From an optimization exercise on the open Yosys and OpenROAD flow, aimed at small area, a short achievable clock period and few clock cycles per item; shortcuts taken in it are not production practice.
No run shown here included a check of the RTL's function; only the layout flow was run.

<file path="flow/flow/run.sh">
#!/bin/bash
set -euo pipefail
bash standard.sh SETUP_SLACK_MARGIN=8.4 "BUFFER_PORTS_ARGS=-buffer_cell sky130_fd_sc_hd__buf_2" finish > standard.log 2>&1
</file>
<file path="flow/standard.sh">
#!/bin/bash
# synth_recipe.tcl (not shown) runs the flow's synth.tcl, then flattens the netlist and writes it again
# the make line also repeats each setting of config.mk as NAME=value (left out here)
make -C /OpenROAD-flow-scripts/flow DESIGN_CONFIG=/design/flow/config.mk WORK_HOME=/design/flow/orfs CLKGATE_MAP_FILE= SYNTH_SCRIPT=/design/flow/synth_recipe.tcl "${@:-finish}"
</file>
<file path="flow/config.mk">
export PLATFORM = sky130hd
export DESIGN_NAME = yuvToRgb
export DESIGN_NICKNAME = yuvToRgb
export VERILOG_FILES = /design/flow/design.v
export SDC_FILE = /design/flow/constraint.sdc
export NUM_CORES = 4
export LEC_CHECK = 0
export CAP_MARGIN = 20
export CORE_MARGIN = 2
export CORE_UTILIZATION = 40
export CTS_CLUSTER_DIAMETER = 100
export CTS_CLUSTER_SIZE = 25
export SETUP_SLACK_MARGIN = 5
export SLEW_MARGIN = 20
export SYNTH_HIERARCHICAL = 1
export SYNTH_MINIMUM_KEEP_SIZE = 0
</file>
<file path="flow/constraint.sdc">
create_clock -name core_clock -period 12.0 [get_ports {Clock}]
set_input_delay 2.4000 -clock core_clock [delete_from_list [all_inputs] [get_ports {Clock}]]
set_output_delay 2.4000 -clock core_clock [all_outputs]
set_load 0.01 [all_outputs]
</file>
<file path="flow/design.v">
package sramMapPkg;
	typedef logic [17:0] sramAddr_t;
	typedef struct packed {
		logic [7:0] hi;
		logic [7:0] lo;
	} sramBytes_t;
	typedef union packed {
		logic [15:0] raw;
		sramBytes_t bytes;
	} sramWord_u;
	typedef enum logic [1:0] {
		PlaneY,
		PlaneU,
		PlaneV
	} plane_e;
	typedef struct packed {
		plane_e plane;
		sramAddr_t address;
	} readReq_t;
	typedef struct packed {
		plane_e plane;
		sramWord_u word;
	} readRet_t;
endpackage
package colorPkg;
	typedef logic [7:0] sample_t;
	typedef logic signed [31:0] fixed_t;
	typedef struct packed {
		fixed_t uEven;
		fixed_t uOdd;
		fixed_t vEven;
		fixed_t vOdd;
	} chromaPair_t;
	typedef struct packed {
		sample_t y0;
		sample_t y1;
		chromaPair_t chroma;
	} yuvPair_t;
	typedef struct packed {
		sample_t r;
		sample_t g;
		sample_t b;
	} rgbPixel_t;
	typedef struct packed {
		rgbPixel_t p0;
		rgbPixel_t p1;
	} rgbPair_t;
	localparam fixed_t Tap5 = 32'sd21;
	localparam fixed_t Tap3 = -32'sd52;
	localparam fixed_t Tap1 = 32'sd159;
	localparam fixed_t CoefY = 32'sd76284;
	localparam fixed_t CoefRv = 32'sd104595;
	localparam fixed_t CoefGu = -32'sd25624;
	localparam fixed_t CoefGv = -32'sd53281;
	localparam fixed_t CoefBu = 32'sd132251;
	localparam fixed_t LumaOffset = 32'sd16;
	localparam fixed_t ChromaOffset = 32'sd128;
	localparam fixed_t FilterRound = 32'sd128;
	localparam int FilterShift = 8;
endpackage
`timescale 1ns/1ns
module yuvToRgb (
	input logic Clock,
	input logic resetn,
	input logic start,
	input logic [15:0] readData,
	output logic done,
	output logic [17:0] sramAddress,
	output logic [15:0] sramWriteData,
	output logic sramWeN
);
	logic busy;
	logic wrQ;
	logic [7:0] pq;
	logic [2:0] ph;
	logic [8:0] wa;
	logic shen, shV, shHi;
	logic rdU, rdV, rdY, rkU, rkV, rkY;
	logic [7:0] win [12];
	logic [15:0] pendU, pendV, yw;
	logic [8:0] f, uc;
	logic [8:0] fc9;
	logic [9:0] fd2, fd3;
	logic [15:0] gb;
	logic [7:0] b0;
	function automatic logic [2:0] flagsOf(input logic [7:0] q);
		flagsOf = {q <= 8'd3, q >= 8'd159, q == 8'd163};
	endfunction
	logic [2:0] fl, nf, df;
	logic dfPro, dfEndC, dfOdd, flLastP;
	logic [1:0] dfQ;
	assign {dfPro, dfEndC} = df[2:1];
	assign dfQ = (ph == 3'd4) ? pq[1:0] + 2'd1 : pq[1:0];
	assign dfOdd = dfQ[0];
	assign flLastP = fl[0];
	logic [2:0] nph;
	logic dWr, dRdU, dRdV, dRdY, dSh, dShV, dShHi;
	logic [6:0] kc;
	logic [7:0] yc;
	assign nph = (ph == 3'd4) ? 3'd0 : ph + 3'd1;
	assign df = (ph == 3'd4) ? nf : fl;
	always_comb begin
		dWr = 1'b0; dRdU = 1'b0; dRdV = 1'b0; dRdY = 1'b0;
		dSh = 1'b0; dShV = 1'b0; dShHi = 1'b0;
		if (dfPro && !(dfQ == 2'd3 && nph > 3'd2)) begin
			case ({dfQ, nph})
				{2'd0, 3'd4}: dRdU = 1'b1;
				{2'd1, 3'd0}: dRdV = 1'b1;
				{2'd1, 3'd1}: begin dSh = 1'b1; dShHi = 1'b1; end
				{2'd1, 3'd2}: begin dSh = 1'b1; dShHi = 1'b1; dShV = 1'b1; end
				{2'd1, 3'd3}: begin dSh = 1'b1; dShHi = 1'b1; end
				{2'd1, 3'd4}: begin dSh = 1'b1; dShHi = 1'b1; dShV = 1'b1; end
				{2'd2, 3'd0}: begin dSh = 1'b1; dShHi = 1'b1; end
				{2'd2, 3'd1}: begin dSh = 1'b1; dShHi = 1'b1; dShV = 1'b1; end
				{2'd2, 3'd2}: begin dSh = 1'b1; dRdU = 1'b1; end
				{2'd2, 3'd3}: begin dSh = 1'b1; dShV = 1'b1; dRdV = 1'b1; end
				{2'd2, 3'd4}: begin dSh = 1'b1; dShHi = 1'b1; end
				{2'd3, 3'd0}: begin dSh = 1'b1; dShHi = 1'b1; dShV = 1'b1; dRdU = 1'b1; end
				{2'd3, 3'd1}: begin dSh = 1'b1; dRdY = 1'b1; end
				{2'd3, 3'd2}: begin dSh = 1'b1; dShV = 1'b1; end
				default: ;
			endcase
		end else begin
			case (nph)
				3'd0: begin
					dRdU = dfOdd && !dfEndC;
					dRdV = !dfOdd && !dfEndC;
				end
				3'd1: dRdY = !df[0];
				3'd2: begin
					dWr = !dfPro;
					dSh = 1'b1; dShV = 1'b1;
					dShHi = !dfOdd && !dfEndC;
				end
				3'd3: begin
					dWr = !dfPro;
					dSh = 1'b1;
					dShHi = dfOdd && !dfEndC;
				end
				default: dWr = !dfPro;
			endcase
		end
	end
	logic go, lastNow;
	assign go = start && !busy;
	assign lastNow = flLastP && (ph == 3'd4);
	always_ff @(posedge Clock or negedge resetn) begin
		if (!resetn) begin
			busy <= 1'b0;
			done <= 1'b0;
			wrQ <= 1'b0;
		end else begin
			if (go) begin
				busy <= 1'b1;
				done <= 1'b0;
			end else if (busy && lastNow) begin
				busy <= 1'b0;
				done <= 1'b1;
			end
			wrQ <= busy && !lastNow && !go && dWr;
		end
	end
	always_ff @(posedge Clock) begin
		if (go) begin
			pq <= 8'd0;
			ph <= 3'd4;
			fl <= flagsOf(8'd0);
			nf <= flagsOf(8'd1);
			wa <= 9'd0;
			kc <= 7'd0;
			yc <= 8'd0;
			sramAddress <= 18'd38400;
			rdU <= 1'b1; rdV <= 1'b0; rdY <= 1'b0;
			shen <= 1'b0; shV <= 1'b0; shHi <= 1'b0;
		end else begin
			ph <= nph;
			if (ph == 3'd4) begin
				pq <= pq + 8'd1;
				fl <= nf;
				nf <= flagsOf(pq + 8'd2);
			end
			if (dWr)
				wa <= wa + 9'd1;
			if (dRdV)
				kc <= kc + 7'd1;
			if (dRdY)
				yc <= yc + 8'd1;
			if (dWr)
				sramAddress <= {9'd287, wa};
			else if (dRdY)
				sramAddress <= {10'd0, yc};
			else if (dRdU)
				sramAddress <= {11'd300, kc};
			else
				sramAddress <= {11'd450, kc};
			rdU <= busy && dRdU;
			rdV <= busy && dRdV;
			rdY <= busy && dRdY;
			shen <= busy && dSh;
			shV <= dShV;
			shHi <= dShHi;
		end
		rkU <= rdU;
		rkV <= rdV;
		rkY <= rdY;
	end
	assign sramWeN = !wrQ;
	logic [7:0] shIn;
	logic [8:0] sA, sB, sC;
	assign sA = {1'b0, win[0]} + {1'b0, win[10]};
	assign sB = {1'b0, win[2]} + {1'b0, win[8]};
	assign sC = {1'b0, win[4]} + {1'b0, win[6]};
	always_comb begin
		case ({shV, shHi})
			2'b00: shIn = pendU[7:0];
			2'b01: shIn = pendU[15:8];
			2'b10: shIn = pendV[7:0];
			default: shIn = pendV[15:8];
		endcase
	end
	always_ff @(posedge Clock) begin
		if (rkU)
			pendU <= readData;
		if (rkV)
			pendV <= readData;
		if (rkY)
			yw <= readData;
		if (shen) begin
			for (int i = 0; i < 11; i++)
				win[i] <= win[i + 1];
			win[11] <= shIn;
		end
		fc9 <= sC;
		fd2 <= {1'b0, sA} - {1'b0, sB} + 10'd512;
		fd3 <= {1'b0, sC} - {1'b0, sB} + 10'd512;
	end
	logic [22:0] lum;
	logic [7:0] ysel;
	logic [8:0] pu, pv;
	assign pu = uc;
wire lm_1;
wire lm_2;
wire lm_3;
wire lm_4;
wire lm_5;
wire lm_6;
wire lm_7;
wire lm_8;
wire lm_9;
wire lm_10;
wire lm_11;
wire lm_12;
wire lm_13;
wire lm_14;
wire lm_15;
wire lm_16;
wire lm_17;
wire lm_18;
wire lm_19;
wire lm_20;
wire lm_21;
wire lm_22;
wire lm_23;
wire lm_24;
wire lm_25;
wire lm_26;
wire lm_27;
wire lm_28;
wire lm_29;
wire lm_30;
wire lm_31;
wire lm_32;
wire lm_33;
wire lm_34;
wire lm_35;
wire lm_36;
wire lm_37;
wire lm_38;
wire lm_39;
wire lm_40;
wire lm_41;
wire lm_42;
wire lm_43;
wire lm_44;
wire lm_45;
wire lm_46;
wire lm_47;
wire lm_48;
wire lm_49;
wire lm_50;
wire lm_51;
wire lm_52;
wire lm_53;
wire lm_54;
wire lm_55;
wire lm_56;
wire lm_57;
wire lm_58;
wire lm_59;
wire lm_60;
wire lm_61;
wire lm_62;
wire lm_63;
wire lm_64;
assign lm_1 = ysel[0];
assign lm_2 = ~ysel[1];
assign lm_3 = ~ysel[2];
assign lm_4 = ~ysel[3];
assign lm_5 = ~ysel[4];
assign lm_6 = ~ysel[5];
assign lm_7 = ~ysel[6];
assign lm_8 = ~ysel[7];
assign lm_9 = ~ysel[6];
assign lm_10 = ~ysel[7];
assign lm_11 = ~ysel[6];
assign lm_12 = ~ysel[7];
assign lm_13 = ~ysel[5];
assign lm_14 = ~ysel[6];
assign lm_15 = ~ysel[7];
assign lm_16 = ~ysel[7];
HA lm_17_i (ysel[5], ysel[3], lm_17, lm_18);
HA lm_19_i (ysel[4], ysel[1], lm_19, lm_20);
HA lm_21_i (ysel[5], ysel[2], lm_21, lm_22);
HA lm_23_i (ysel[2], ysel[0], lm_23, lm_24);
FA lm_25_i (ysel[3], ysel[1], ysel[4], lm_25, lm_26);
FA lm_27_i (ysel[4], ysel[2], ysel[5], lm_27, lm_28);
FA lm_29_i (ysel[0], ysel[6], lm_8, lm_29, lm_30);
FA lm_31_i (ysel[7], lm_9, lm_18, lm_31, lm_32);
FA lm_33_i (ysel[6], lm_10, lm_20, lm_33, lm_34);
FA lm_35_i (ysel[3], ysel[7], lm_11, lm_35, lm_36);
HA lm_37_i (ysel[4], ysel[6], lm_37, lm_38);
HA lm_39_i (ysel[0], ysel[1], lm_39, lm_40);
FA lm_41_i (ysel[1], ysel[2], lm_4, lm_41, lm_42);
FA lm_43_i (ysel[3], lm_5, lm_23, lm_43, lm_44);
FA lm_45_i (lm_6, lm_24, lm_25, lm_45, lm_46);
FA lm_47_i (lm_7, lm_26, lm_27, lm_47, lm_48);
FA lm_49_i (lm_17, lm_28, lm_29, lm_49, lm_50);
FA lm_51_i (lm_19, lm_30, lm_31, lm_51, lm_52);
FA lm_53_i (lm_21, lm_32, lm_33, lm_53, lm_54);
FA lm_55_i (lm_22, lm_35, lm_34, lm_55, lm_56);
FA lm_57_i (lm_12, lm_37, lm_36, lm_57, lm_58);
FA lm_59_i (ysel[7], lm_13, lm_38, lm_59, lm_60);
HA lm_61_i (ysel[5], lm_14, lm_61, lm_62);
HA lm_63_i (ysel[6], lm_15, lm_63, lm_64);
wire [22:0] lum_d = {lm_16, lm_62, lm_61, lm_59, lm_57, lm_54, lm_52, lm_50, lm_48, lm_46, lm_44, lm_42, lm_40, lm_3, lm_2, ysel[0], ~ysel[6], ~ysel[5], ~ysel[4], ~ysel[3], ~ysel[2], ~ysel[1], lm_1} + {lm_64, lm_63, lm_60, lm_58, lm_56, lm_55, lm_53, lm_51, lm_49, lm_47, lm_45, lm_43, lm_41, lm_39, 1'b0, ~ysel[7], 1'b0, 1'b0, 1'b0, 1'b0, 1'b0, ~ysel[0], 1'b0};
wire cr_1;
wire cr_2;
wire cr_3;
wire cr_4;
wire cr_5;
wire cr_6;
wire cr_7;
wire cr_8;
wire cr_9;
wire cr_10;
wire cr_11;
wire cr_12;
wire cr_13;
wire cr_14;
wire cr_15;
wire cr_16;
wire cr_17;
wire cr_18;
wire cr_19;
wire cr_20;
wire cr_21;
wire cr_22;
wire cr_23;
wire cr_24;
wire cr_25;
wire cr_26;
wire cr_27;
wire cr_28;
wire cr_29;
wire cr_30;
wire cr_31;
wire cr_32;
wire cr_33;
wire cr_34;
wire cr_35;
wire cr_36;
wire cr_37;
wire cr_38;
wire cr_39;
wire cr_40;
wire cr_41;
wire cr_42;
wire cr_43;
wire cr_44;
wire cr_45;
wire cr_46;
wire cr_47;
wire cr_48;
wire cr_49;
wire cr_50;
wire cr_51;
wire cr_52;
wire cr_53;
wire cr_54;
wire cr_55;
wire cr_56;
wire cr_57;
wire cr_58;
wire cr_59;
wire cr_60;
wire cr_61;
wire cr_62;
wire cr_63;
wire cr_64;
wire cr_65;
wire cr_66;
wire cr_67;
wire cr_68;
wire cr_69;
wire cr_70;
wire cr_71;
wire cr_72;
wire cr_73;
wire cr_74;
wire cr_75;
wire cr_76;
wire cr_77;
wire cr_78;
wire cr_79;
wire cr_80;
wire cr_81;
wire cr_82;
wire cr_83;
wire cr_84;
wire cr_85;
wire cr_86;
wire cr_87;
wire cr_88;
wire cr_89;
wire cr_90;
wire cr_91;
wire cr_92;
wire cr_93;
wire cr_94;
wire cr_95;
wire cr_96;
wire cr_97;
wire cr_98;
wire cr_99;
wire cr_100;
wire cr_101;
wire cr_102;
wire cr_103;
wire cr_104;
wire cr_105;
wire cr_106;
wire cr_107;
wire cr_108;
wire cr_109;
wire cr_110;
wire cr_111;
wire cr_112;
wire cr_113;
wire cr_114;
wire cr_115;
wire cr_116;
wire cr_117;
wire cr_118;
wire cr_119;
wire cr_120;
wire cr_121;
wire cr_122;
wire cr_123;
wire cr_124;
wire cr_125;
wire cr_126;
wire cr_127;
wire cr_128;
wire cr_129;
wire cr_130;
wire cr_131;
wire cr_132;
wire cr_133;
wire cr_134;
wire cr_135;
wire cr_136;
wire cr_137;
wire cr_138;
assign cr_1 = pv[0];
assign cr_2 = ~lum[4];
assign cr_3 = ~lum[6];
assign cr_4 = ~lum[7];
assign cr_5 = ~lum[10];
assign cr_6 = ~lum[12];
assign cr_7 = ~lum[14];
assign cr_8 = ~lum[16];
assign cr_9 = ~lum[20];
assign cr_10 = ~lum[22];
assign cr_11 = ~pv[8];
assign cr_12 = ~pv[8];
FA cr_13_i (lum[5], pv[5], pv[3], cr_13, cr_14);
FA cr_15_i (pv[6], pv[4], pv[1], cr_15, cr_16);
FA cr_17_i (pv[7], pv[5], pv[2], cr_17, cr_18);
FA cr_19_i (lum[8], pv[8], pv[6], cr_19, cr_20);
HA cr_21_i (lum[9], pv[7], cr_21, cr_22);
HA cr_23_i (pv[8], pv[5], cr_23, cr_24);
FA cr_25_i (lum[11], pv[6], pv[0], cr_25, cr_26);
HA cr_27_i (pv[7], pv[1], cr_27, cr_28);
FA cr_29_i (lum[13], pv[8], pv[2], cr_29, cr_30);
HA cr_31_i (lum[12], ~pv[4], cr_31, cr_32);
FA cr_33_i (pv[3], ~pv[5], ~pv[1], cr_33, cr_34);
FA cr_35_i (lum[15], pv[4], pv[0], cr_35, cr_36);
HA cr_37_i (lum[14], ~pv[6], cr_37, cr_38);
FA cr_39_i (pv[5], pv[1], ~pv[7], cr_39, cr_40);
HA cr_41_i (~pv[3], cr_8, cr_41, cr_42);
FA cr_43_i (lum[17], pv[6], pv[2], cr_43, cr_44);
FA cr_45_i (lum[16], ~pv[8], ~pv[4], cr_45, cr_46);
FA cr_47_i (lum[18], pv[7], pv[3], cr_47, cr_48);
HA cr_49_i (lum[19], pv[8], cr_49, cr_50);
HA cr_51_i (lum[2], pv[2], cr_51, cr_52);
FA cr_53_i (lum[3], pv[3], pv[1], cr_53, cr_54);
FA cr_55_i (pv[4], pv[2], ~pv[6], cr_55, cr_56);
FA cr_57_i (pv[0], lum[4], ~pv[7], cr_57, cr_58);
FA cr_59_i (~pv[8], cr_3, cr_14, cr_59, cr_60);
FA cr_61_i (lum[6], cr_4, cr_16, cr_61, cr_62);
FA cr_63_i (pv[3], lum[7], cr_18, cr_63, cr_64);
FA cr_65_i (pv[4], ~pv[0], cr_21, cr_65, cr_66);
FA cr_67_i (~pv[1], cr_5, cr_22, cr_67, cr_68);
FA cr_69_i (lum[10], ~pv[2], cr_24, cr_69, cr_70);
FA cr_71_i (~pv[3], cr_6, cr_27, cr_71, cr_72);
FA cr_73_i (~pv[0], cr_28, cr_31, cr_73, cr_74);
FA cr_75_i (cr_7, cr_32, cr_30, cr_75, cr_76);
FA cr_77_i (~pv[2], cr_37, cr_35, cr_77, cr_78);
FA cr_79_i (cr_38, cr_41, cr_36, cr_79, cr_80);
FA cr_81_i (cr_42, cr_43, cr_40, cr_81, cr_82);
FA cr_83_i (~pv[5], cr_44, cr_47, cr_83, cr_84);
FA cr_85_i (pv[4], ~pv[6], cr_49, cr_85, cr_86);
FA cr_87_i (pv[5], ~pv[7], cr_9, cr_87, cr_88);
FA cr_89_i (lum[21], pv[6], lum[20], cr_89, cr_90);
HA cr_91_i (lum[0], pv[0], cr_91, cr_92);
FA cr_93_i (lum[1], pv[1], ~pv[3], cr_93, cr_94);
FA cr_95_i (pv[0], ~pv[4], cr_51, cr_95, cr_96);
FA cr_97_i (~pv[5], cr_52, cr_53, cr_97, cr_98);
FA cr_99_i (cr_2, cr_54, cr_55, cr_99, cr_100);
FA cr_101_i (cr_13, cr_56, cr_57, cr_101, cr_102);
FA cr_103_i (cr_15, cr_58, cr_59, cr_103, cr_104);
FA cr_105_i (cr_17, cr_60, cr_61, cr_105, cr_106);
FA cr_107_i (cr_19, cr_62, cr_63, cr_107, cr_108);
FA cr_109_i (cr_20, cr_65, cr_64, cr_109, cr_110);
FA cr_111_i (cr_23, cr_66, cr_67, cr_111, cr_112);
FA cr_113_i (cr_25, cr_68, cr_69, cr_113, cr_114);
FA cr_115_i (cr_26, cr_70, cr_71, cr_115, cr_116);
FA cr_117_i (cr_29, cr_72, cr_73, cr_117, cr_118);
FA cr_119_i (cr_33, cr_74, cr_75, cr_119, cr_120);
FA cr_121_i (cr_34, cr_76, cr_77, cr_121, cr_122);
FA cr_123_i (cr_39, cr_78, cr_79, cr_123, cr_124);
FA cr_125_i (cr_45, cr_80, cr_81, cr_125, cr_126);
FA cr_127_i (cr_46, cr_83, cr_82, cr_127, cr_128);
FA cr_129_i (cr_48, cr_85, cr_84, cr_129, cr_130);
FA cr_131_i (cr_50, cr_87, cr_86, cr_131, cr_132);
FA cr_133_i (~pv[8], cr_89, cr_88, cr_133, cr_134);
FA cr_135_i (pv[7], cr_10, cr_90, cr_135, cr_136);
HA cr_137_i (lum[22], cr_11, cr_137, cr_138);
wire [16:0] cr_lo = {1'b0, {cr_116, cr_114, cr_112, cr_111, cr_108, cr_106, cr_104, cr_102, cr_100, cr_98, cr_96, cr_94, cr_92, ~pv[2], ~pv[1], cr_1}} + {1'b0, {cr_117, cr_115, cr_113, cr_110, cr_109, cr_107, cr_105, cr_103, cr_101, cr_99, cr_97, cr_95, cr_93, cr_91, ~pv[0], 1'b0}};
logic [22:0] cr_r;
wire [22:0] cr_d = {cr_lo[16], cr_138, cr_136, cr_134, cr_132, cr_130, cr_128, cr_127, cr_125, cr_123, cr_121, cr_119, cr_12, cr_137, cr_135, cr_133, cr_131, cr_129, cr_126, cr_124, cr_122, cr_120, cr_118};
wire [10:0] cr_x = {cr_r[10], cr_r[9], cr_r[8], cr_r[7], cr_r[6], cr_r[5], cr_r[4], cr_r[3], cr_r[2], cr_r[1], cr_r[0]} + {cr_r[21], cr_r[20], cr_r[19], cr_r[18], cr_r[17], cr_r[16], cr_r[15], cr_r[14], cr_r[13], cr_r[12], cr_r[11]} + {10'd0, cr_r[22]};
wire cg_1;
wire cg_2;
wire cg_3;
wire cg_4;
wire cg_5;
wire cg_6;
wire cg_7;
wire cg_8;
wire cg_9;
wire cg_10;
wire cg_11;
wire cg_12;
wire cg_13;
wire cg_14;
wire cg_15;
wire cg_16;
wire cg_17;
wire cg_18;
wire cg_19;
wire cg_20;
wire cg_21;
wire cg_22;
wire cg_23;
wire cg_24;
wire cg_25;
wire cg_26;
wire cg_27;
wire cg_28;
wire cg_29;
wire cg_30;
wire cg_31;
wire cg_32;
wire cg_33;
wire cg_34;
wire cg_35;
wire cg_36;
wire cg_37;
wire cg_38;
wire cg_39;
wire cg_40;
wire cg_41;
wire cg_42;
wire cg_43;
wire cg_44;
wire cg_45;
wire cg_46;
wire cg_47;
wire cg_48;
wire cg_49;
wire cg_50;
wire cg_51;
wire cg_52;
wire cg_53;
wire cg_54;
wire cg_55;
wire cg_56;
wire cg_57;
wire cg_58;
wire cg_59;
wire cg_60;
wire cg_61;
wire cg_62;
wire cg_63;
wire cg_64;
wire cg_65;
wire cg_66;
wire cg_67;
wire cg_68;
wire cg_69;
wire cg_70;
wire cg_71;
wire cg_72;
wire cg_73;
wire cg_74;
wire cg_75;
wire cg_76;
wire cg_77;
wire cg_78;
wire cg_79;
wire cg_80;
wire cg_81;
wire cg_82;
wire cg_83;
wire cg_84;
wire cg_85;
wire cg_86;
wire cg_87;
wire cg_88;
wire cg_89;
wire cg_90;
wire cg_91;
wire cg_92;
wire cg_93;
wire cg_94;
wire cg_95;
wire cg_96;
wire cg_97;
wire cg_98;
wire cg_99;
wire cg_100;
wire cg_101;
wire cg_102;
wire cg_103;
wire cg_104;
wire cg_105;
wire cg_106;
wire cg_107;
wire cg_108;
wire cg_109;
wire cg_110;
wire cg_111;
wire cg_112;
wire cg_113;
wire cg_114;
wire cg_115;
wire cg_116;
wire cg_117;
wire cg_118;
wire cg_119;
wire cg_120;
wire cg_121;
wire cg_122;
wire cg_123;
wire cg_124;
wire cg_125;
wire cg_126;
wire cg_127;
wire cg_128;
wire cg_129;
wire cg_130;
wire cg_131;
wire cg_132;
wire cg_133;
wire cg_134;
wire cg_135;
wire cg_136;
wire cg_137;
wire cg_138;
wire cg_139;
wire cg_140;
wire cg_141;
wire cg_142;
wire cg_143;
wire cg_144;
wire cg_145;
wire cg_146;
wire cg_147;
wire cg_148;
wire cg_149;
wire cg_150;
wire cg_151;
wire cg_152;
wire cg_153;
wire cg_154;
wire cg_155;
wire cg_156;
wire cg_157;
wire cg_158;
wire cg_159;
wire cg_160;
wire cg_161;
wire cg_162;
wire cg_163;
wire cg_164;
wire cg_165;
wire cg_166;
wire cg_167;
wire cg_168;
wire cg_169;
wire cg_170;
wire cg_171;
wire cg_172;
wire cg_173;
wire cg_174;
wire cg_175;
wire cg_176;
wire cg_177;
wire cg_178;
wire cg_179;
wire cg_180;
wire cg_181;
wire cg_182;
wire cg_183;
wire cg_184;
assign cg_1 = pv[0];
assign cg_2 = ~lum[5];
assign cg_3 = ~lum[6];
assign cg_4 = ~lum[7];
assign cg_5 = ~lum[9];
assign cg_6 = ~lum[11];
assign cg_7 = ~lum[13];
assign cg_8 = ~lum[15];
assign cg_9 = ~lum[17];
assign cg_10 = ~lum[18];
assign cg_11 = ~lum[19];
assign cg_12 = ~lum[20];
assign cg_13 = ~lum[21];
assign cg_14 = ~lum[22];
assign cg_15 = ~lum[22];
assign cg_16 = ~lum[22];
FA cg_17_i (lum[14], pu[3], pv[2], cg_17, cg_18);
FA cg_19_i (pu[4], pv[3], ~pu[7], cg_19, cg_20);
FA cg_21_i (lum[16], pu[5], pv[4], cg_21, cg_22);
HA cg_23_i (lum[15], ~pu[8], cg_23, cg_24);
FA cg_25_i (pu[6], pv[5], ~pu[4], cg_25, cg_26);
FA cg_27_i (pu[7], pv[6], lum[17], cg_27, cg_28);
HA cg_29_i (pu[8], pv[7], cg_29, cg_30);
HA cg_31_i (lum[3], pu[2], cg_31, cg_32);
FA cg_33_i (lum[4], pu[3], ~pu[1], cg_33, cg_34);
FA cg_35_i (pu[4], ~pu[2], ~pv[7], cg_35, cg_36);
FA cg_37_i (pu[5], lum[5], ~pu[3], cg_37, cg_38);
HA cg_39_i (~pv[8], ~pv[3], cg_39, cg_40);
FA cg_41_i (pu[6], lum[6], ~pu[4], cg_41, cg_42);
HA cg_43_i (~pv[4], cg_4, cg_43, cg_44);
FA cg_45_i (lum[8], pu[7], lum[7], cg_45, cg_46);
FA cg_47_i (~pu[5], ~pu[0], ~pv[5], cg_47, cg_48);
FA cg_49_i (pu[8], ~pu[6], ~pu[1], cg_49, cg_50);
HA cg_51_i (~pv[6], cg_5, cg_51, cg_52);
FA cg_53_i (lum[10], lum[9], ~pu[7], cg_53, cg_54);
FA cg_55_i (~pu[2], ~pv[7], ~pv[0], cg_55, cg_56);
FA cg_57_i (pu[0], ~pu[8], ~pu[3], cg_57, cg_58);
FA cg_59_i (~pv[8], ~pv[1], cg_6, cg_59, cg_60);
FA cg_61_i (lum[12], pu[1], pv[0], cg_61, cg_62);
FA cg_63_i (lum[11], ~pu[4], ~pv[2], cg_63, cg_64);
FA cg_65_i (pu[2], pv[1], ~pu[5], cg_65, cg_66);
FA cg_67_i (~pu[0], ~pv[3], cg_7, cg_67, cg_68);
FA cg_69_i (lum[13], ~pu[6], ~pu[1], cg_69, cg_70);
FA cg_71_i (~pv[4], ~pv[0], cg_17, cg_71, cg_72);
FA cg_73_i (~pu[2], ~pv[5], ~pv[1], cg_73, cg_74);
FA cg_75_i (cg_8, cg_18, cg_19, cg_75, cg_76);
FA cg_77_i (~pu[3], ~pv[6], ~pv[2], cg_77, cg_78);
FA cg_79_i (cg_23, cg_21, cg_20, cg_79, cg_80);
FA cg_81_i (~pv[7], ~pv[3], cg_9, cg_81, cg_82);
FA cg_83_i (cg_24, cg_22, cg_25, cg_83, cg_84);
FA cg_85_i (~pu[5], ~pv[8], ~pv[4], cg_85, cg_86);
FA cg_87_i (cg_10, cg_27, cg_26, cg_87, cg_88);
FA cg_89_i (lum[18], ~pu[6], ~pv[5], cg_89, cg_90);
FA cg_91_i (cg_11, cg_29, cg_28, cg_91, cg_92);
FA cg_93_i (pv[8], lum[19], ~pu[7], cg_93, cg_94);
FA cg_95_i (~pv[6], cg_12, cg_30, cg_95, cg_96);
FA cg_97_i (lum[20], ~pu[8], ~pv[7], cg_97, cg_98);
HA cg_99_i (~pu[0], ~pv[5], cg_99, cg_100);
FA cg_101_i (~pv[6], ~pv[1], cg_32, cg_101, cg_102);
FA cg_103_i (~pv[2], cg_2, cg_34, cg_103, cg_104);
FA cg_105_i (cg_3, cg_39, cg_36, cg_105, cg_106);
FA cg_107_i (cg_40, cg_43, cg_38, cg_107, cg_108);
FA cg_109_i (cg_44, cg_45, cg_42, cg_109, cg_110);
FA cg_111_i (cg_51, cg_46, cg_48, cg_111, cg_112);
FA cg_113_i (cg_52, cg_50, cg_53, cg_113, cg_114);
FA cg_115_i (cg_54, cg_56, cg_57, cg_115, cg_116);
FA cg_117_i (cg_61, cg_58, cg_60, cg_117, cg_118);
FA cg_119_i (cg_62, cg_64, cg_65, cg_119, cg_120);
FA cg_121_i (cg_66, cg_68, cg_69, cg_121, cg_122);
FA cg_123_i (cg_70, cg_73, cg_72, cg_123, cg_124);
FA cg_125_i (cg_74, cg_77, cg_76, cg_125, cg_126);
FA cg_127_i (cg_78, cg_81, cg_80, cg_127, cg_128);
FA cg_129_i (cg_82, cg_85, cg_84, cg_129, cg_130);
FA cg_131_i (cg_86, cg_89, cg_91, cg_131, cg_132);
FA cg_133_i (cg_90, cg_93, cg_95, cg_133, cg_134);
FA cg_135_i (cg_13, cg_94, cg_97, cg_135, cg_136);
FA cg_137_i (lum[21], ~pv[8], cg_14, cg_137, cg_138);
HA cg_139_i (lum[1], pu[0], cg_139, cg_140);
FA cg_141_i (lum[2], pu[1], ~pv[4], cg_141, cg_142);
FA cg_143_i (~pv[0], cg_31, cg_99, cg_143, cg_144);
FA cg_145_i (cg_100, cg_33, cg_101, cg_145, cg_146);
FA cg_147_i (cg_35, cg_102, cg_103, cg_147, cg_148);
FA cg_149_i (cg_37, cg_104, cg_105, cg_149, cg_150);
FA cg_151_i (cg_41, cg_106, cg_107, cg_151, cg_152);
FA cg_153_i (cg_47, cg_108, cg_109, cg_153, cg_154);
FA cg_155_i (cg_49, cg_110, cg_111, cg_155, cg_156);
FA cg_157_i (cg_55, cg_112, cg_113, cg_157, cg_158);
FA cg_159_i (cg_59, cg_114, cg_115, cg_159, cg_160);
FA cg_161_i (cg_63, cg_116, cg_117, cg_161, cg_162);
FA cg_163_i (cg_67, cg_118, cg_119, cg_163, cg_164);
FA cg_165_i (cg_71, cg_120, cg_121, cg_165, cg_166);
FA cg_167_i (cg_122, cg_75, cg_123, cg_167, cg_168);
FA cg_169_i (cg_79, cg_124, cg_125, cg_169, cg_170);
FA cg_171_i (cg_83, cg_126, cg_127, cg_171, cg_172);
FA cg_173_i (cg_87, cg_128, cg_129, cg_173, cg_174);
FA cg_175_i (cg_88, cg_131, cg_130, cg_175, cg_176);
FA cg_177_i (cg_92, cg_133, cg_132, cg_177, cg_178);
FA cg_179_i (cg_96, cg_135, cg_134, cg_179, cg_180);
FA cg_181_i (cg_98, cg_137, cg_136, cg_181, cg_182);
HA cg_183_i (cg_15, cg_138, cg_183, cg_184);
wire [16:0] cg_lo = {1'b0, {cg_162, cg_160, cg_158, cg_156, cg_154, cg_152, cg_150, cg_148, cg_146, cg_144, cg_142, cg_140, ~pv[3], lum[0], ~pv[1], cg_1}} + {1'b0, {cg_163, cg_161, cg_159, cg_157, cg_155, cg_153, cg_151, cg_149, cg_147, cg_145, cg_143, cg_141, cg_139, ~pv[2], ~pv[0], 1'b0}};
logic [22:0] cg_r;
wire [22:0] cg_d = {cg_lo[16], cg_184, cg_182, cg_180, cg_178, cg_176, cg_175, cg_173, cg_171, cg_169, cg_167, cg_165, cg_16, cg_183, cg_181, cg_179, cg_177, cg_174, cg_172, cg_170, cg_168, cg_166, cg_164};
wire [10:0] cg_x = {cg_r[10], cg_r[9], cg_r[8], cg_r[7], cg_r[6], cg_r[5], cg_r[4], cg_r[3], cg_r[2], cg_r[1], cg_r[0]} + {cg_r[21], cg_r[20], cg_r[19], cg_r[18], cg_r[17], cg_r[16], cg_r[15], cg_r[14], cg_r[13], cg_r[12], cg_r[11]} + {10'd0, cg_r[22]};
wire cb_1;
wire cb_2;
wire cb_3;
wire cb_4;
wire cb_5;
wire cb_6;
wire cb_7;
wire cb_8;
wire cb_9;
wire cb_10;
wire cb_11;
wire cb_12;
wire cb_13;
wire cb_14;
wire cb_15;
wire cb_16;
wire cb_17;
wire cb_18;
wire cb_19;
wire cb_20;
wire cb_21;
wire cb_22;
wire cb_23;
wire cb_24;
wire cb_25;
wire cb_26;
wire cb_27;
wire cb_28;
wire cb_29;
wire cb_30;
wire cb_31;
wire cb_32;
wire cb_33;
wire cb_34;
wire cb_35;
wire cb_36;
wire cb_37;
wire cb_38;
wire cb_39;
wire cb_40;
wire cb_41;
wire cb_42;
wire cb_43;
wire cb_44;
wire cb_45;
wire cb_46;
wire cb_47;
wire cb_48;
wire cb_49;
wire cb_50;
wire cb_51;
wire cb_52;
wire cb_53;
wire cb_54;
wire cb_55;
wire cb_56;
wire cb_57;
wire cb_58;
wire cb_59;
wire cb_60;
wire cb_61;
wire cb_62;
wire cb_63;
wire cb_64;
wire cb_65;
wire cb_66;
wire cb_67;
wire cb_68;
wire cb_69;
wire cb_70;
wire cb_71;
wire cb_72;
wire cb_73;
wire cb_74;
wire cb_75;
wire cb_76;
wire cb_77;
wire cb_78;
wire cb_79;
wire cb_80;
wire cb_81;
wire cb_82;
wire cb_83;
wire cb_84;
wire cb_85;
wire cb_86;
wire cb_87;
wire cb_88;
wire cb_89;
wire cb_90;
wire cb_91;
wire cb_92;
wire cb_93;
wire cb_94;
wire cb_95;
wire cb_96;
wire cb_97;
wire cb_98;
wire cb_99;
wire cb_100;
wire cb_101;
wire cb_102;
wire cb_103;
wire cb_104;
wire cb_105;
wire cb_106;
wire cb_107;
wire cb_108;
wire cb_109;
wire cb_110;
wire cb_111;
wire cb_112;
wire cb_113;
wire cb_114;
assign cb_1 = pu[0];
assign cb_2 = ~lum[0];
assign cb_3 = ~lum[4];
assign cb_4 = ~lum[6];
assign cb_5 = ~lum[7];
assign cb_6 = ~lum[9];
assign cb_7 = ~lum[10];
assign cb_8 = ~lum[11];
assign cb_9 = ~lum[13];
assign cb_10 = ~lum[17];
assign cb_11 = ~lum[19];
assign cb_12 = ~lum[20];
assign cb_13 = ~lum[21];
assign cb_14 = ~lum[22];
assign cb_15 = ~pu[8];
assign cb_16 = ~pu[8];
FA cb_17_i (lum[5], pu[2], pu[0], cb_17, cb_18);
FA cb_19_i (pu[3], pu[1], ~pu[8], cb_19, cb_20);
FA cb_21_i (pu[4], pu[2], lum[6], cb_21, cb_22);
FA cb_23_i (lum[8], pu[5], pu[3], cb_23, cb_24);
HA cb_25_i (pu[0], lum[7], cb_25, cb_26);
FA cb_27_i (pu[6], pu[4], pu[1], cb_27, cb_28);
FA cb_29_i (pu[7], pu[5], pu[2], cb_29, cb_30);
FA cb_31_i (pu[8], pu[6], pu[3], cb_31, cb_32);
HA cb_33_i (lum[12], pu[7], cb_33, cb_34);
HA cb_35_i (lum[1], lum[0], cb_35, cb_36);
HA cb_37_i (lum[2], ~pu[4], cb_37, cb_38);
FA cb_39_i (lum[3], pu[0], ~pu[5], cb_39, cb_40);
FA cb_41_i (pu[1], ~pu[6], ~pu[4], cb_41, cb_42);
FA cb_43_i (lum[4], ~pu[7], ~pu[5], cb_43, cb_44);
FA cb_45_i (~pu[6], cb_4, cb_18, cb_45, cb_46);
FA cb_47_i (~pu[7], cb_5, cb_21, cb_47, cb_48);
FA cb_49_i (~pu[8], cb_25, cb_22, cb_49, cb_50);
FA cb_51_i (cb_6, cb_26, cb_24, cb_51, cb_52);
FA cb_53_i (lum[9], cb_7, cb_28, cb_53, cb_54);
FA cb_55_i (lum[10], cb_8, cb_30, cb_55, cb_56);
FA cb_57_i (pu[4], lum[11], cb_33, cb_57, cb_58);
FA cb_59_i (pu[8], pu[5], cb_9, cb_59, cb_60);
HA cb_61_i (lum[14], pu[6], cb_61, cb_62);
HA cb_63_i (lum[15], pu[7], cb_63, cb_64);
HA cb_65_i (lum[16], pu[8], cb_65, cb_66);
HA cb_67_i (~pu[2], ~pu[0], cb_67, cb_68);
FA cb_69_i (~pu[3], ~pu[1], cb_35, cb_69, cb_70);
FA cb_71_i (~pu[2], cb_36, cb_37, cb_71, cb_72);
FA cb_73_i (~pu[3], cb_38, cb_39, cb_73, cb_74);
FA cb_75_i (cb_3, cb_40, cb_41, cb_75, cb_76);
FA cb_77_i (cb_17, cb_42, cb_43, cb_77, cb_78);
FA cb_79_i (cb_44, cb_19, cb_45, cb_79, cb_80);
FA cb_81_i (cb_20, cb_46, cb_47, cb_81, cb_82);
FA cb_83_i (cb_23, cb_48, cb_49, cb_83, cb_84);
FA cb_85_i (cb_27, cb_50, cb_51, cb_85, cb_86);
FA cb_87_i (cb_29, cb_52, cb_53, cb_87, cb_88);
FA cb_89_i (cb_31, cb_54, cb_55, cb_89, cb_90);
FA cb_91_i (cb_32, cb_57, cb_56, cb_91, cb_92);
FA cb_93_i (cb_34, cb_59, cb_58, cb_93, cb_94);
FA cb_95_i (lum[13], cb_61, cb_60, cb_95, cb_96);
FA cb_97_i (pu[0], cb_62, cb_63, cb_97, cb_98);
FA cb_99_i (pu[1], cb_64, cb_65, cb_99, cb_100);
FA cb_101_i (pu[2], cb_10, cb_66, cb_101, cb_102);
FA cb_103_i (lum[18], pu[3], lum[17], cb_103, cb_104);
HA cb_105_i (pu[4], cb_11, cb_105, cb_106);
FA cb_107_i (pu[5], lum[19], cb_12, cb_107, cb_108);
FA cb_109_i (pu[6], lum[20], cb_13, cb_109, cb_110);
FA cb_111_i (pu[7], lum[21], cb_14, cb_111, cb_112);
HA cb_113_i (lum[22], cb_15, cb_113, cb_114);
wire [16:0] cb_lo = {1'b0, {cb_93, cb_90, cb_88, cb_86, cb_84, cb_82, cb_80, cb_78, cb_76, cb_74, cb_72, cb_70, cb_68, cb_2, ~pu[1], cb_1}} + {1'b0, {cb_92, cb_91, cb_89, cb_87, cb_85, cb_83, cb_81, cb_79, cb_77, cb_75, cb_73, cb_71, cb_69, cb_67, ~pu[0], 1'b0}};
logic [22:0] cb_r;
wire [22:0] cb_d = {cb_lo[16], cb_114, cb_112, cb_111, cb_109, cb_107, cb_104, cb_102, cb_101, cb_99, cb_96, cb_94, cb_16, cb_113, cb_110, cb_108, cb_106, cb_105, cb_103, cb_100, cb_98, cb_97, cb_95};
wire [10:0] cb_x = {cb_r[10], cb_r[9], cb_r[8], cb_r[7], cb_r[6], cb_r[5], cb_r[4], cb_r[3], cb_r[2], cb_r[1], cb_r[0]} + {cb_r[21], cb_r[20], cb_r[19], cb_r[18], cb_r[17], cb_r[16], cb_r[15], cb_r[14], cb_r[13], cb_r[12], cb_r[11]} + {10'd0, cb_r[22]};
wire fl_1;
wire fl_2;
wire fl_3;
wire fl_4;
wire fl_5;
wire fl_6;
wire fl_7;
wire fl_8;
wire fl_9;
wire fl_10;
wire fl_11;
wire fl_12;
wire fl_13;
wire fl_14;
wire fl_15;
wire fl_16;
wire fl_17;
wire fl_18;
wire fl_19;
wire fl_20;
wire fl_21;
wire fl_22;
wire fl_23;
wire fl_24;
wire fl_25;
wire fl_26;
wire fl_27;
wire fl_28;
wire fl_29;
wire fl_30;
wire fl_31;
wire fl_32;
wire fl_33;
wire fl_34;
wire fl_35;
wire fl_36;
wire fl_37;
wire fl_38;
wire fl_39;
wire fl_40;
wire fl_41;
wire fl_42;
wire fl_43;
wire fl_44;
wire fl_45;
wire fl_46;
wire fl_47;
wire fl_48;
wire fl_49;
wire fl_50;
wire fl_51;
wire fl_52;
wire fl_53;
wire fl_54;
wire fl_55;
wire fl_56;
wire fl_57;
wire fl_58;
wire fl_59;
wire fl_60;
wire fl_61;
wire fl_62;
wire fl_63;
wire fl_64;
wire fl_65;
wire fl_66;
wire fl_67;
wire fl_68;
wire fl_69;
wire fl_70;
wire fl_71;
wire fl_72;
wire fl_73;
wire fl_74;
wire fl_75;
wire fl_76;
wire fl_77;
wire fl_78;
wire fl_79;
wire fl_80;
wire fl_81;
wire fl_82;
wire fl_83;
wire fl_84;
wire fl_85;
wire fl_86;
wire fl_87;
wire fl_88;
assign fl_1 = ~fd2[0];
assign fl_2 = ~fc9[0];
assign fl_3 = ~fc9[3];
assign fl_4 = ~fc9[5];
HA fl_5_i (fc9[1], fd3[3], fl_5, fl_6);
HA fl_7_i (fc9[2], fd3[4], fl_7, fl_8);
HA fl_9_i (fd3[0], fd2[1], fl_9, fl_10);
FA fl_11_i (fd3[1], fd2[2], fd2[4], fl_11, fl_12);
FA fl_13_i (fd3[2], fd2[3], fd2[5], fl_13, fl_14);
HA fl_15_i (fd2[7], ~fd3[7], fl_15, fl_16);
FA fl_17_i (fd2[4], fd2[6], fd2[8], fl_17, fl_18);
FA fl_19_i (fc9[0], ~fd3[8], fl_5, fl_19, fl_20);
FA fl_21_i (fd2[5], fd2[7], fd2[9], fl_21, fl_22);
FA fl_23_i (~fd3[9], fl_6, fl_7, fl_23, fl_24);
FA fl_25_i (fd3[5], fd2[6], fd2[8], fl_25, fl_26);
HA fl_27_i (fl_3, fl_8, fl_27, fl_28);
FA fl_29_i (fc9[4], fd3[6], fd2[7], fl_29, fl_30);
HA fl_31_i (fd2[9], fc9[3], fl_31, fl_32);
HA fl_33_i (fd3[7], fd2[8], fl_33, fl_34);
HA fl_35_i (fc9[6], fd3[8], fl_35, fl_36);
HA fl_37_i (fd2[0], fd2[2], fl_37, fl_38);
FA fl_39_i (fd2[3], fd2[5], ~fd3[5], fl_39, fl_40);
FA fl_41_i (fd2[6], ~fd3[6], fl_10, fl_41, fl_42);
FA fl_43_i (fl_2, fl_15, fl_12, fl_43, fl_44);
FA fl_45_i (fl_16, fl_14, fl_17, fl_45, fl_46);
FA fl_47_i (fl_18, fl_21, fl_20, fl_47, fl_48);
FA fl_49_i (fl_22, fl_25, fl_27, fl_49, fl_50);
FA fl_51_i (fl_31, fl_26, fl_28, fl_51, fl_52);
FA fl_53_i (fl_4, fl_32, fl_33, fl_53, fl_54);
FA fl_55_i (fd2[9], fc9[5], fl_34, fl_55, fl_56);
HA fl_57_i (fc9[7], fd3[9], fl_57, fl_58);
HA fl_59_i (fd2[1], fd2[0], fl_59, fl_60);
FA fl_61_i (fd2[0], fd2[2], ~fd3[2], fl_61, fl_62);
FA fl_63_i (fd2[1], fd2[3], ~fd3[3], fl_63, fl_64);
FA fl_65_i (fd2[4], ~fd3[4], fl_37, fl_65, fl_66);
FA fl_67_i (fl_38, fl_9, fl_39, fl_67, fl_68);
FA fl_69_i (fl_11, fl_40, fl_41, fl_69, fl_70);
FA fl_71_i (fl_13, fl_42, fl_43, fl_71, fl_72);
FA fl_73_i (fl_19, fl_44, fl_45, fl_73, fl_74);
FA fl_75_i (fl_23, fl_46, fl_47, fl_75, fl_76);
FA fl_77_i (fl_24, fl_49, fl_48, fl_77, fl_78);
FA fl_79_i (fl_29, fl_50, fl_51, fl_79, fl_80);
FA fl_81_i (fl_30, fl_53, fl_52, fl_81, fl_82);
FA fl_83_i (fl_35, fl_54, fl_55, fl_83, fl_84);
FA fl_85_i (fl_36, fl_57, fl_56, fl_85, fl_86);
HA fl_87_i (fc9[8], fl_58, fl_87, fl_88);
wire [16:0] fl_s = {fl_88, fl_87, fl_84, fl_83, fl_80, fl_79, fl_76, fl_74, fl_72, fl_70, fl_68, fl_66, fl_64, fl_62, fl_60, ~fd3[1], ~fd3[0]} + {1'b0, fl_86, fl_85, fl_82, fl_81, fl_78, fl_77, fl_75, fl_73, fl_71, fl_69, fl_67, fl_65, fl_63, fl_61, fl_59, fl_1};
wire [8:0] fl_q = fl_s[16:8];
	function automatic logic [7:0] clip(input logic [10:0] x);
		if (x[10:9] == 2'b00)
			clip = 8'd0;
		else if (x[10] || (x[9] && x[8]))
			clip = 8'd255;
		else
			clip = x[7:0];
	endfunction
	logic [7:0] cR, cG, cB;
	assign cR = clip(cr_x);
	assign cG = clip(cg_x);
	assign cB = clip(cb_x);
	always_ff @(posedge Clock) begin
		f <= fl_q;
		uc <= (ph == 3'd4) ? {win[3][7], !win[3][7], win[3][6:0]} : f;
		pv <= (ph == 3'd4) ? {win[4][7], !win[4][7], win[4][6:0]} : fl_q;
		ysel <= (ph == 3'd3) ? yw[15:8] : yw[7:0];
		lum <= lum_d;
		cr_r <= cr_d;
		cg_r <= cg_d;
		cb_r <= cb_d;
		b0 <= cB;
		gb <= {cG, cB};
		case (ph)
			3'd1: sramWriteData <= {cR, cG};
			3'd2: sramWriteData <= {b0, cR};
			default: sramWriteData <= gb;
		endcase
	end
endmodule
module FA(input a, input b, input c, output s, output co);
	assign s = a ^ b ^ c;
	assign co = (a & b) | (a & c) | (b & c);
endmodule
module HA(input a, input b, output s, output co);
	assign s = a ^ b;
	assign co = a & b;
endmodule
</file>
==> results.toml, run 1 <==
[status]
status = "no timing/DRC/antenna violations"

[sta]
final_max_slew_viol_count = 0
fin_worst_hold_slack_ns = 0.3322
rsz_0062_raised_after_global_routing = "true"
max-slew-margin-rel_pct = 41.12
max_freq_mhz = 275.1
finalCritPeriodShare_pct = 30.29
finalHoldViolations = 0
worstMarginPinSlew_ns = 0.8814
final-setup-viol-count = 0
setup_total_negative_slack_ns = 0
post-route-min-period_ns = 3.635
timing.clock.skew_ns = 0.03066

[cts]
ctsLongestPathBuffers = 3
cts-root-buf = "sky130_fd_sc_hd__clkbuf_16"
worstSkewPairLatency_ns = 0.56
cts_tree = "built"
numCtsBuffers = 21
numClockSinks = 399
cts.clk_slew.worst_paths_ns = 0.10
cts_htree_levels = 1
post_cts_hold_buffers = 0

[min_path]
min_path_type = "reg2reg"

[floorplanning]
fp.coreArea_sq_um = 54880
ioPinCount = 55
fp.dieH_um = 239.0
initial_utilization_pct = 40.27
die-area_sq_um = 57140
die_wd_um = 239.0
placement_row_count = 86

[critical_path]
crit_path_start_kind = "flop"
setup_crit_path_kind = "reg2reg"
cpMaxStageDelayCell = "sky130_fd_sc_hd__or4b_4"
worst-endpoint-arrival_ns = 4.13
worst_reg2reg_setup_slack_ns = 8.37
worstReg2RegEnd = "pv[6]"
timing.critical_path.slowest_cell_delay_ns = 0.52
cp_max_fo = 4
reg2reg_from = "fd2[2]"
timing.critical_path.to = "pv[6]"
critPathCaptureType = "flop"
crit_top_cell = "sky130_fd_sc_hd__fa_1"
required_time_at_the_worst_slack_endpoint_ns = 12.49
worstPathCellList = "fa_2, fa_1, fa_1, ha_2, or4_4, o221a_4, a41oi_4, o21bai_4, or4b_4, nand3_2"
cp-startpoint = "fd2[2]"
rr_worst_depth = 10

[layout]
final.fill_count = 5033
post_route_cells_drive_above_1_share_pct = 10.14
area_delta_synth_final_pct = 8.963
design.final.nets = 2266
layout.core_utilization_pct = 43.88
final_cell_count_no_fill = 2539
antenna_cells_inserted = 0

[yosys]
number_of_nets_produced_by_synthesis = 2206
post_synth_instance_area_sq_um = 22100
synth-edff-count = 144
postSynthAreaPerCell_sq_um = 12.53
synth.distinct_cells = 81
synthArstFlopShare_pct = 0.7519
synth-seq-area-share_pct = 42.74
syn-instance-count = 1763
ys.flop_type = "sky130_fd_sc_hd__dfxtp_1"
synth_warnings = 8
synth_seq_cells = 399

[global_route]
first_global_vias = 13510
grt_use_total_pct = 16.35
grt_max_degree = 71
antenna_found_initial = 0
grt_first_pass_wirelength_um = 73260
overflow = 0

[routing]
route.detailed.drc = 0
routed_wirelength_um = 45340
avgViaCountPerCell = 5.121
via_count = 13000
final_antenna_net_count = 0
route.detailed.wl_per_inst_um = 17.86
drt-initial-drc-count = 725
drt-pass1-iter-count = 5

[placement]
place_inst = 2491
dp_hpwl_um = 35600
finalWeightedCongestion = 0.8733
io_buffer_count = 53

[run]
max-cap-violations = 0
==> per-module statistics from Yosys, one instance, submodules excluded <==
module    cells  flops+latches
yuvToRgb   1501            399
HA            1              0
FA            1              0
==> worst min-delay path by stage <==
| stage | from | end | slack, ns | cells past startpoint |
|---|---|---|---|---|
| final | rdY | rkY | 0.33 | 0 |
| after global routing | rdV | rkV | 0.34 | 0 |
| after CTS | rdY | rkY | 0.33 | 0 |
| after detailed placement | rdV | rkV | 0.31 | 0 |
| after global placement | rdY | rkY | 0.32 | 0 |
| after floorplan | rdU | rkU | 0.31 | 0 |
==> worst max-delay path, delay by kind of cell (launching register included) <==
family	cells	cell delay [ns]
fa+ha+maj	4	1.47
flops	1	0.37
compound gates	3	0.62
simple gates	3	1.11
==> layout make-up <==
cell class / count / area [sq um] / area share [%]
Clock buffer: 30 / 569.3 / 2.364
Sequential cell: 399 / 9485 / 39.39
Tap cell: 704 / 880.8 / 3.658
Inverter: 114 / 442.9 / 1.839
Clock inverter: 5 / 62.56 / 0.2598
Timing Repair Buffer: 70 / 405.4 / 1.684
Multi-Input combinational cell: 1217 / 12230 / 50.80
==> per-stage QoR <==
| stage | instance area [sq um] | setup slack [ns] |
|---|---|---|
| floorplan | 22110 | 8.460 |
| global placement | 23150 | 8.226 |
| detailed placement | 23150 | 8.184 |
| CTS | 23970 | 8.302 |
| global route | 24080 | 8.238 |
| finish | 24080 | 8.365 |
==> cell families (layout without fill, tap and decap cells) <==
family,Yosys count,in the layout,synth area share [%]
muxes,31,31,1.936
xor gates and xnor gates,104,104,4.122
other,1,1,0.01697
buffers and inverters,147,219,2.593
AOI/OAI and AO/OA,293,293,8.918
DFF,399,399,42.74
and+or+nand+nor,362,362,7.802
adders and majority gates,426,426,31.88
==> placed cells by master (no fill, tap or decap), types with 9 or more instances in the layout <==
cell type	instances
sky130_fd_sc_hd__dfxtp_1	227
sky130_fd_sc_hd__fa_1	226
sky130_fd_sc_hd__ha_1	190
sky130_fd_sc_hd__edfxtp_1	144
sky130_fd_sc_hd__inv_1	110
sky130_fd_sc_hd__nor2_1	108
sky130_fd_sc_hd__nand2_1	98
sky130_fd_sc_hd__a21oi_1	68
sky130_fd_sc_hd__o21ai_0	65
sky130_fd_sc_hd__xnor2_1	56
sky130_fd_sc_hd__buf_2	53
sky130_fd_sc_hd__xor2_1	44
sky130_fd_sc_hd__a21o_1	38
sky130_fd_sc_hd__o21a_1	27
sky130_fd_sc_hd__nand3_1	26
sky130_fd_sc_hd__clkbuf_16	21
sky130_fd_sc_hd__dfxtp_2	21
sky130_fd_sc_hd__nor2b_1	20
sky130_fd_sc_hd__or3_1	19
sky130_fd_sc_hd__and3_1	18
sky130_fd_sc_hd__nand2b_1	16
sky130_fd_sc_hd__buf_4	16
sky130_fd_sc_hd__nor3_1	15
sky130_fd_sc_hd__nand4_1	15
sky130_fd_sc_hd__mux2i_1	11
sky130_fd_sc_hd__a22oi_1	9
sky130_fd_sc_hd__and2_1	9
sky130_fd_sc_hd__mux2_2	9
==> per-layer routing <==
layer  GRT usage (%)  share of wire, %  up-vias
li1                -                 -     6211
met1           22.73                46     6529
met2           27.58                48      225
met3           2.206               4.2       38
met4           2.992               1.5        0
met5               0                 0        -
==> flip-flops by register name, indices dropped and copies added (netlist names), 9 cells and up <==
name and cells:
uc 9, sramWriteData 16, yw 16, fd3 10, pv 9, fd2 10
lum 23, gb 9, fc9 9, cr_r 23, pendU 16, f 9
cb_r 23, pendV 16, wa 9, win 96, sramAddress 14, cg_r 23
==> Yosys cell counts (all sizes together) (10+ instances only) <==
| library cell | instances | area share, % |
|---|---|---|
| dfxtp | 252 | 23 |
| fa | 229 | 21 |
| ha | 195 | 11 |
| edfxtp | 144 | 20 |
| inv | 114 | 1.9 |
| nor2 | 108 | 1.8 |
| nand2 | 99 | 1.7 |
| a21oi | 71 | 1.6 |
| o21ai | 69 | 1.6 |
| xnor2 | 59 | 2.3 |
| xor2 | 45 | 1.8 |
| a21o | 38 | 1.3 |
| nand3 | 27 | 0.61 |
| o21a | 27 | 0.92 |
| clkbuf | 22 | 0.38 |
| nor2b | 21 | 0.59 |
| or3 | 19 | 0.54 |
| and3 | 18 | 0.51 |
| nand2b | 16 | 0.45 |
| nor3 | 16 | 0.36 |
| nand4 | 15 | 0.42 |
| mux2i | 12 | 0.56 |
| buf | 11 | 0.28 |
| mux2 | 11 | 0.56 |
| o21bai | 10 | 0.39 |
==> what timing repair did <==
item	in CTS	in global routing
pin swaps	11	17
resized for setup	28	30
setup buffers	12	1
endpoints found under the setup margin	28	21
==> run 2, diff against run 1 <==
==> flow/flow/run.sh (replaced) <==
#!/bin/bash
set -euo pipefail
bash standard.sh SETUP_SLACK_MARGIN=8.5 "BUFFER_PORTS_ARGS=-buffer_cell sky130_fd_sc_hd__buf_2" finish > standard.log 2>&1
==> results.toml, run 2 <==
[sta]
worstMarginPinSlew_ns = 0.8590
final_max_slew_viol_count = 0
finalHoldViolations = 0
final-setup-viol-count = 0
rsz_0062_raised_after_global_routing = "true"
setup_total_negative_slack_ns = 0
post-route-min-period_ns = 3.629
timing.clock.skew_ns = 0.03239
max_freq_mhz = 275.6
max-slew-margin-rel_pct = 42.73
finalCritPeriodShare_pct = 30.24

[global_route]
grt_max_degree = 69
antenna_found_initial = 1
grt_first_pass_wirelength_um = 74430
overflow = 0
grt_use_total_pct = 16.66
first_global_vias = 13950

[placement]
dp_hpwl_um = 36450
io_buffer_count = 53
finalWeightedCongestion = 0.9084

[routing]
drt-initial-drc-count = 764
route.detailed.wl_per_inst_um = 18.18
route.detailed.drc = 0
via_count = 13170
drt-pass1-iter-count = 5
final_antenna_net_count = 0
routed_wirelength_um = 46380
avgViaCountPerCell = 5.161

[yosys]
postSynthAreaPerCell_sq_um = 12.53
synth_warnings = 8
post_synth_instance_area_sq_um = 22100
synth_top_area_cell = "sky130_fd_sc_hd__dfxtp_1"
synth.distinct_cells = 81
synth_seq_cells = 399
netlist_top_cells_area = "sky130_fd_sc_hd__dfxtp_1 23%, sky130_fd_sc_hd__fa_1 21%, sky130_fd_sc_hd__edfxtp_1 20%, sky130_fd_sc_hd__ha_1 11%, sky130_fd_sc_hd__xnor2_1 2.3%"
syn-instance-count = 1763
synth-edff-count = 144
synth-seq-area-share_pct = 42.74
number_of_nets_produced_by_synthesis = 2206
yosys.cell_count.top_type = "sky130_fd_sc_hd__dfxtp_1"
yosys-top-cells-count = "252 x sky130_fd_sc_hd__dfxtp_1, 229 x sky130_fd_sc_hd__fa_1, 195 x sky130_fd_sc_hd__ha_1"
synthArstFlopShare_pct = 0.7519
ys.flop_type = "sky130_fd_sc_hd__dfxtp_1"
yosys.area.top_type_share_pct = 22.83

[critical_path]
worst-endpoint-arrival_ns = 4.12
rr_worst_depth = 13
critical_path_cell_count = 13
required_time_at_the_worst_slack_endpoint_ns = 12.49
reg2reg_from = "fd3[3]"
timing.critical_path.slowest_cell_delay_ns = 0.53
cpMaxStageDelayCell = "sky130_fd_sc_hd__fa_1"
worstReg2RegEnd = "pv[6]"
worst_reg2reg_setup_slack_ns = 8.37
critPathCaptureType = "flop"
crit_path_start_kind = "flop"
worstPathCellList = "ha_4, fa_2, fa_1, fa_1, ha_4, a21oi_2, nor2b_1, o21ai_1, nand2b_1, a41oi_4, o21bai_4, or4b_1, nand3_1"
setup_crit_path_kind = "reg2reg"
cp_max_fo = 4
timing.critical_path.to = "pv[6]"
cp-startpoint = "fd3[3]"
worstPathBufferInverterCount = 0
path_delay_family = "adder cells"

[floorplanning]
placement_row_count = 86
ioPinCount = 55
fp.dieH_um = 239.0
die_wd_um = 239.0
initial_utilization_pct = 40.27
die-area_sq_um = 57140
fp.coreArea_sq_um = 54880

[cts]
worstSkewPairLatency_ns = 0.56
numClockSinks = 399
cts.clk_slew.worst_paths_ns = 0.10
post_cts_hold_buffers = 0
cts_tree = "built"
cts_htree_levels = 1
numCtsBuffers = 20
cts-root-buf = "sky130_fd_sc_hd__clkbuf_16"
ctsLongestPathBuffers = 3

[min_path]
min_path_type = "reg2reg"

[layout]
multi_input_logic_area_sq_um = 12240
largest_register_ff_count = 96
design.final.nets = 2276
final.fill_count = 5022
post_route_cells_drive_above_1_share_pct = 11.27
seq_area_sq_um = 9493
area_delta_synth_final_pct = 9.455
largest_register = "win"
layout_commonest_cell = "sky130_fd_sc_hd__fa_1"
mostFrequentLayoutCells = "226 x sky130_fd_sc_hd__fa_1, 219 x sky130_fd_sc_hd__dfxtp_1, 190 x sky130_fd_sc_hd__ha_1"

[status]
status = "no timing/DRC/antenna violations"

[run]
max-cap-violations = 0
run 2: cell types whose count changed in the layout (fill, tap and decap cells not counted), moves of 2 or more:
cell,delta
sky130_fd_sc_hd__clkinvlp_4,+2
sky130_fd_sc_hd__buf_2,-2
sky130_fd_sc_hd__dfxtp_1,-8
sky130_fd_sc_hd__a21oi_2,+4
sky130_fd_sc_hd__a21oi_1,-3
sky130_fd_sc_hd__buf_4,+9
sky130_fd_sc_hd__clkbuf_1,+2
sky130_fd_sc_hd__buf_6,+4
sky130_fd_sc_hd__inv_1,-2
sky130_fd_sc_hd__dfxtp_2,+9
sky130_fd_sc_hd__clkinv_8,-2
run 2: area by class of cell:
class | instances | share of cell area [%]
multi-input cells | 1217 | 50.62
diodes | 1 | 0.01035
clock buffers | 31 | 2.328
repair buffers | 81 | 2.100
well taps | 704 | 3.642
inverters | 114 | 1.862
flip-flops and latches | 399 | 39.25
clock inverters | 4 | 0.1966
run 2: worst min path at each step:
stage	end	from	depth (start not counted)
6_report	rkV	rdV	0
5_1_grt	rkU	rdU	0
4_1_cts	rkV	rdV	0
3_5_place_dp	rkU	rdU	0
3_3_place_gp	rkY	rdY	0
2_1_floorplan	rkU	rdU	0
run 2: through the flow:
| stage | cells | cell area, sq um | setup WS (ns) | util [%] | hold slack, ns |
|---|---|---|---|---|---|
| after floorplan | 1763 | 22120 | 8.492 | - | 0.3096 |
| after global placement | 2491 | 23160 | 8.294 | 42.20 | 0.3135 |
| after detailed placement | 2491 | 23160 | 8.204 | 42.20 | 0.3150 |
| after CTS | 2537 | 23910 | 8.305 | 43.57 | 0.3388 |
| after global routing | 2550 | 24190 | 8.254 | 44.07 | 0.3463 |
| final | 2551 | 24190 | 8.371 | 44.08 | 0.3347 |
run 2: cells by family (layout without fill, tap and decap cells):
kind of cell,Yosys count,count (layout),synth area share (%)
adder cells (fa/ha/maj),426,426,31.88
flip-flops,399,399,42.74
AND/OR/NAND/NOR,362,362,7.802
AO/OA/AOI/OAI,293,293,8.918
buffers and inverters,147,230,2.593
XOR/XNOR,104,104,4.122
multiplexers,31,31,1.936
other,1,2,0.01697
run 2: timing repair:
item,in CTS,in global routing
pin swaps,8,13
resized for setup,25,46
setup buffers,11,13
endpoints found under the setup margin,13,48
run 2: per-module statistics from Yosys, one instance, submodules excluded:
module,times used,area [sq um],flops+latches
yuvToRgb,1,17220,399
FA,213,20.02,0
HA,49,12.51,0
run 2: layer usage:
layer	part of all wire (%)	vias up	track usage (%)
li1	-	6238	-
met1	45	6651	22.65
met2	48	229	27.91
met3	4.4	48	2.771
met4	2.0	0	3.864
met5	0	-	0

-- port drivers added, routing unchanged --
Ports are ideal in the flow. The routed layouts listed here were re-timed in OpenROAD. Step 1 (the two cells are an assumption about what drives the block):
set clk [get_ports {Clock}]
set_driving_cell -lib_cell sky130_fd_sc_hd__clkbuf_16 $clk
set_driving_cell -lib_cell sky130_fd_sc_hd__buf_2 [delete_from_list [all_inputs] $clk]
Step 2 moves the port delays by t, midway between the first and last clock arrival at a register: inputs arrive t later, outputs are due t later. That takes back most of the time a late clock gives input paths. a / b / c = no drivers / after step 1 / after step 2; a / b = the first two.
run | shift t [ns] | setup WS [ns] | slew at the worst register clock pin (ns) | pins driven straight from the clock port
run 1 | 0.601 | 8.365 / 8.365 / 8.365 | 0.11 / 0.11 | 1
run 2 | 0.602 | 8.371 / 8.371 / 8.371 | 0.10 / 0.10 | 1
After both steps setup and hold are still met in every run listed.
